Context: an optimization exercise on an open-source flow, tuned for small area. The choices shown serve that exercise and are no tape-out recipe. Where RTL was checked, it was by simulation tests only, not by an equivalence proof against the original. No activity file was given, so power comes from the tool's default toggle rates.

delta:
// game_top
module game_top (
    input  logic              clk25M,
    input  logic              reset,
    input  logic              frame_tick,
    input  logic              btn_left,
    input  logic              btn_right,
    input  logic              btn_fire,
    input  logic [3:0]        speed,
    input  logic              scan_en,
    input  logic [9:0]        scan_h,
    input  logic [9:0]        scan_v,
    output logic              busy,
    output logic              pixel_en,
    output logic [11:0]       pixel_color
);
For scale: about 510 cells after synthesis, ~72 flip-flops, about 45 I/O pins, about 4500 um^2 of cells after synthesis.
==> module gt_seq, before the edit <==
module gt_seq (
    input  logic clk25M,
    input  logic reset,
    input  logic frame_tick,
    output logic busy,
    output logic b1,
    output logic b2,
    output logic b3,
    output logic b4
);
    logic [5:0] seq;
    assign busy = (seq != 6'b100010);
    assign b1 = (seq[3:0] == 4'b0000);
    assign b2 = !seq[5] && !seq[4] && !seq[2] && !seq[1];
    assign b3 = !seq[5] && !seq[3] && !seq[2] && !seq[0];
    assign b4 = !seq[5] && !seq[4] && !seq[3] && seq[2] && seq[0];
    always_ff @(posedge clk25M) begin
        if (reset)     seq <= 6'b100010;
        else if (busy) seq <= {seq[4:0], seq[5] ^ seq[4] ^ seq[2] ^ seq[1]};
        else           seq <= {4'b1000, !frame_tick, 1'b0};
    end
endmodule
==> module gt_cq, before the edit <==
module gt_cq (
    input  logic       b3, b4, go_left,
    input  logic [9:0] scan_h,
    output logic [8:0] cq,
    output logic       cc
);
    always_comb begin
        if (b3) begin
            cq = 9'd4;
            cc = 1'b0;
        end else if (b4) begin
            cq = {9{go_left}};
            cc = !go_left;
        end else begin
            cq = ~scan_h[9:1];
            cc = 1'b0;
        end
    end
endmodule
==> module game_top, before the edit <==
module game_top (
    input  logic              clk25M,
    input  logic              reset,
    input  logic              frame_tick,
    input  logic              btn_left,
    input  logic              btn_right,
    input  logic              btn_fire,
    input  logic [3:0]        speed,
    input  logic              scan_en,
    input  logic [9:0]        scan_h,
    input  logic [9:0]        scan_v,
    output logic              busy,
    output logic              pixel_en,
    output logic [11:0]       pixel_color
);
    logic        b1, b2, b3, b4;
    logic [9:0]  fx;
    logic [5:0]  yq;
    logic [15:0] alive;
    logic        dir_r;
    logic [8:0]  cp;
    logic        la;
    logic [8:0]  lp;
    logic [6:0]  lm;
    gt_seq u_seq (.clk25M(clk25M), .reset(reset), .frame_tick(frame_tick),
                  .busy(busy), .b1(b1), .b2(b2), .b3(b3), .b4(b4));
    logic [9:0] hq, hs;
    logic       hc;
    logic [6:0] vq, vs;
    logic       vc;
    logic [8:0] cq, cs;
    logic       cc;
    logic [7:0] ls;
    wire go_left  = btn_left && (cp != 9'd0);
    wire go_right = btn_right && (cp < 9'd312);
    gt_hq u_hq (.b1(b1), .b2(b2), .dir_r(dir_r), .speed(speed), .lp(lp), .scan_h(scan_h), .hq(hq), .hc(hc));
    gt_add #(10) u_ha (.a(fx), .b(hq), .ci(hc), .s(hs));
    gt_vq u_vq (.b1(b1), .b2(b2), .lm(lm), .scan_v(scan_v), .vq(vq), .vc(vc));
    gt_add #(7) u_va (.a({1'b0, yq}), .b(vq), .ci(vc), .s(vs));
    gt_cq u_cq (.b3(b3), .b4(b4), .go_left(go_left), .scan_h(scan_h), .cq(cq), .cc(cc));
    gt_add #(9) u_ca (.a(cp), .b(cq), .ci(cc), .s(cs));
    gt_add #(8) u_la (.a({1'b0, lm}), .b(b3 ? 8'hff : ~scan_v[9:2]), .ci(1'b0), .s(ls));
    logic       inv_hit, wall, floor_hit;
    logic [1:0] row, col;
    gt_dec u_dec (.hs(hs), .vs(vs), .ext(b2 && lm[0]), .alive(alive),
                  .inv_hit(inv_hit), .row(row), .col(col));
    gt_wall u_wall (.alive(alive), .dir_r(dir_r), .hs(hs), .yq(yq),
                    .wall(wall), .floor_hit(floor_hit));
    wire hit     = b2 && la && inv_hit;
    logic hit_q;
    wire la_left = la && !hit_q;
    always_ff @(posedge clk25M) begin
        if (b2) hit_q <= hit;
    end
    always_ff @(posedge clk25M) begin
        if (reset) begin
            fx    <= 10'd32;
            yq    <= 6'd4;
            dir_r <= 1'b1;
            cp    <= 9'd156;
            la    <= 1'b0;
        end else begin
            if (b1) begin
                if (wall) begin
                    dir_r <= !dir_r;
                    if (!floor_hit) yq <= vs[5:0];
                end else begin
                    fx <= hs;
                end
            end
            if (b3) la <= la_left ? !ls[7] : btn_fire;
            if (b4 && (go_left || go_right)) cp <= cs;
        end
    end
    always_ff @(posedge clk25M) begin
        for (int i = 0; i < 16; i++)
            alive[i] <= reset || (alive[i] && !(hit && {row, col} == 4'(i)));
    end
    always_ff @(posedge clk25M) begin
        if (b3) begin
            lm <= la_left ? ls[6:0] : 7'd108;
            if (!la_left) lp <= cs;
        end
    end
    localparam logic [2:0] NONE = 3'b001;
    logic [2:0] cls, px_q1, px_q2;
    gt_pix u_pix (.scan_h(scan_h), .scan_v(scan_v), .cs(cs), .ls(ls), .lp(lp), .la(la),
                  .inv_hit(inv_hit), .row(row), .cls(cls));
    always_ff @(posedge clk25M) begin
        px_q1 <= (reset || !scan_en) ? NONE : cls;
        px_q2 <= reset ? NONE : px_q1;
    end
    assign pixel_en = (px_q2 != NONE);
    assign pixel_color = {{4{px_q2[2]}},
                          px_q2[1] | (px_q2[2] & !px_q2[0]),
                          {3{px_q2[1]}},
                          {4{px_q2[0]}}};
endmodule
Settings: LEC_CHECK=0, ABC_AREA=1, CAP_MARGIN=20, CORE_MARGIN=2, CORE_UTILIZATION=65, SLEW_MARGIN=20; clock period 6.0 ns.
standard.sh (not shown) runs the stock make flow with config.mk's settings and CLKGATE_MAP_FILE= SYNTH_SCRIPT=/design/flow/synth_recipe.tcl, a recipe that flattens the netlist after the stock synthesis.
==> flow/flow/run.sh <==
#!/bin/bash
# The standard layout with three changes: an area-oriented ABC script for
# the combinational logic (registers are mapped before ABC, so they are the
# standard synthesis's), the smallest buffer on the ports, and a clock tree
# without dummy loads.
set -euo pipefail
rm -rf scripts_abc
cp -r "$FLOW_HOME/scripts" scripts_abc
cp flow/abc_area.script scripts_abc/abc_area.script
bash standard.sh \
  "SCRIPTS_DIR=$PWD/scripts_abc" \
  "BUFFER_PORTS_ARGS=-buffer_cell sky130_fd_sc_hd__buf_1" \
  "CTS_ARGS=-sink_clustering_enable -repair_clock_nets -dont_use_dummy_load -buf_list sky130_fd_sc_hd__clkbuf_8" \
  finish > standard.log 2>&1
==> flow/flow/abc_area.script <==
&get -n
&st
&syn2
&dch -f
&nf -R 1000
&put
strash
&get -n
&st
&dch -f
&nf -R 1000
&put
topo
stime -c
buffer -c
upsize -c
dnsize -c
Relative to delta, the following input files were edited for alpha:
--- a/flow/design.v
+++ b/flow/design.v
@@ -20,6 +20,5 @@
     output logic b1,
     output logic b2,
-    output logic b3,
-    output logic b4
+    output logic b3
 );
     logic [5:0] seq;
@@ -28,5 +27,4 @@
     assign b2 = !seq[5] && !seq[4] && !seq[2] && !seq[1];
     assign b3 = !seq[5] && !seq[3] && !seq[2] && !seq[0];
-    assign b4 = !seq[5] && !seq[4] && !seq[3] && seq[2] && seq[0];
     always_ff @(posedge clk25M) begin
         if (reset)     seq <= 6'b100010;
@@ -77,5 +75,5 @@
 endmodule
 module gt_cq (
-    input  logic       b3, b4, go_left,
+    input  logic       b2, b3, go_left,
     input  logic [9:0] scan_h,
     output logic [8:0] cq,
@@ -83,8 +81,8 @@
 );
     always_comb begin
-        if (b3) begin
+        if (b2) begin
             cq = 9'd4;
             cc = 1'b0;
-        end else if (b4) begin
+        end else if (b3) begin
             cq = {9{go_left}};
             cc = !go_left;
@@ -197,5 +195,5 @@
     output logic [11:0]       pixel_color
 );
-    logic        b1, b2, b3, b4;
+    logic        b1, b2, b3;
     logic [9:0]  fx;
     logic [5:0]  yq;
@@ -207,5 +205,5 @@
     logic [6:0]  lm;
     gt_seq u_seq (.clk25M(clk25M), .reset(reset), .frame_tick(frame_tick),
-                  .busy(busy), .b1(b1), .b2(b2), .b3(b3), .b4(b4));
+                  .busy(busy), .b1(b1), .b2(b2), .b3(b3));
     logic [9:0] hq, hs;
     logic       hc;
@@ -221,7 +219,7 @@
     gt_vq u_vq (.b1(b1), .b2(b2), .lm(lm), .scan_v(scan_v), .vq(vq), .vc(vc));
     gt_add #(7) u_va (.a({1'b0, yq}), .b(vq), .ci(vc), .s(vs));
-    gt_cq u_cq (.b3(b3), .b4(b4), .go_left(go_left), .scan_h(scan_h), .cq(cq), .cc(cc));
+    gt_cq u_cq (.b2(b2), .b3(b3), .go_left(go_left), .scan_h(scan_h), .cq(cq), .cc(cc));
     gt_add #(9) u_ca (.a(cp), .b(cq), .ci(cc), .s(cs));
-    gt_add #(8) u_la (.a({1'b0, lm}), .b(b3 ? 8'hff : ~scan_v[9:2]), .ci(1'b0), .s(ls));
+    gt_add #(8) u_la (.a({1'b0, lm}), .b(b2 ? 8'hff : ~scan_v[9:2]), .ci(1'b0), .s(ls));
     logic       inv_hit, wall, floor_hit;
     logic [1:0] row, col;
@@ -231,9 +229,5 @@
                     .wall(wall), .floor_hit(floor_hit));
     wire hit     = b2 && la && inv_hit;
-    logic hit_q;
-    wire la_left = la && !hit_q;
-    always_ff @(posedge clk25M) begin
-        if (b2) hit_q <= hit;
-    end
+    wire la_left = la && !hit;
     always_ff @(posedge clk25M) begin
         if (reset) begin
@@ -252,6 +246,6 @@
                 end
             end
-            if (b3) la <= la_left ? !ls[7] : btn_fire;
-            if (b4 && (go_left || go_right)) cp <= cs;
+            if (b2) la <= la_left ? !ls[7] : btn_fire;
+            if (b3 && (go_left || go_right)) cp <= cs;
         end
     end
@@ -261,5 +255,5 @@
     end
     always_ff @(posedge clk25M) begin
-        if (b3) begin
+        if (b2) begin
             lm <= la_left ? ls[6:0] : 7'd108;
             if (!la_left) lp <= cs;
Results
NOTE: combinational power in alpha exceeds that of delta. Between delta and alpha, final area increased. In the tables for alpha and delta, combinational power share reads lower with delta. alpha completed every stage of the flow, and the final layout passed the timing, DRC and antenna checks. Delta(number of buffer and inverter stages on the critical path, alpha - delta) > 0. Comparing alpha and delta, the higher wire length reported by the detailed router is on alpha. Re final cycle utilization of the critical path: alpha is 1.5 points up on delta. delta reports its worst setup path endpoint as yq[1] while alpha reports lp[6]. Number of sequential cells in the layout, alpha and delta: lower on alpha. Taking delta as the reference, in alpha post-route total power went up; relative max-transition margin went down; routed via count went up; number of synthesized flops with an enable pin went down; full die area did not really move. Clock period minus worst slack sits higher in alpha than in delta.
For alpha, only the layout was checked, not whether the RTL still works.

port drivers added, routing unchanged:
Ports are ideal in the flow. The routed layouts listed here were re-timed in OpenROAD.
Step 1 assumes that a clkbuf_16 drives the clock port and a buf_2 every other input.
Step 2 moves the port delays by t, midway between the first and last clock arrival at a register: inputs arrive t later, outputs are due t later. That takes back most of the time a late clock gives input paths.
a / b / c = ideal ports / drivers / drivers and shift; a / b = the first two.
run | t, ns | setup slack, ns | worst setup path after step 2
delta | 0.369 | 0.304 / 0.312 / -0.058 | input to register
alpha | 0.377 | 0.217 / 0.215 / -0.162 | input to register
Met with ideal ports but missed after step 2: setup timing in delta and alpha. For alpha, which loses most, drivers alone change the setup slack by -0.002 ns; drivers and shift together by -0.379 ns.
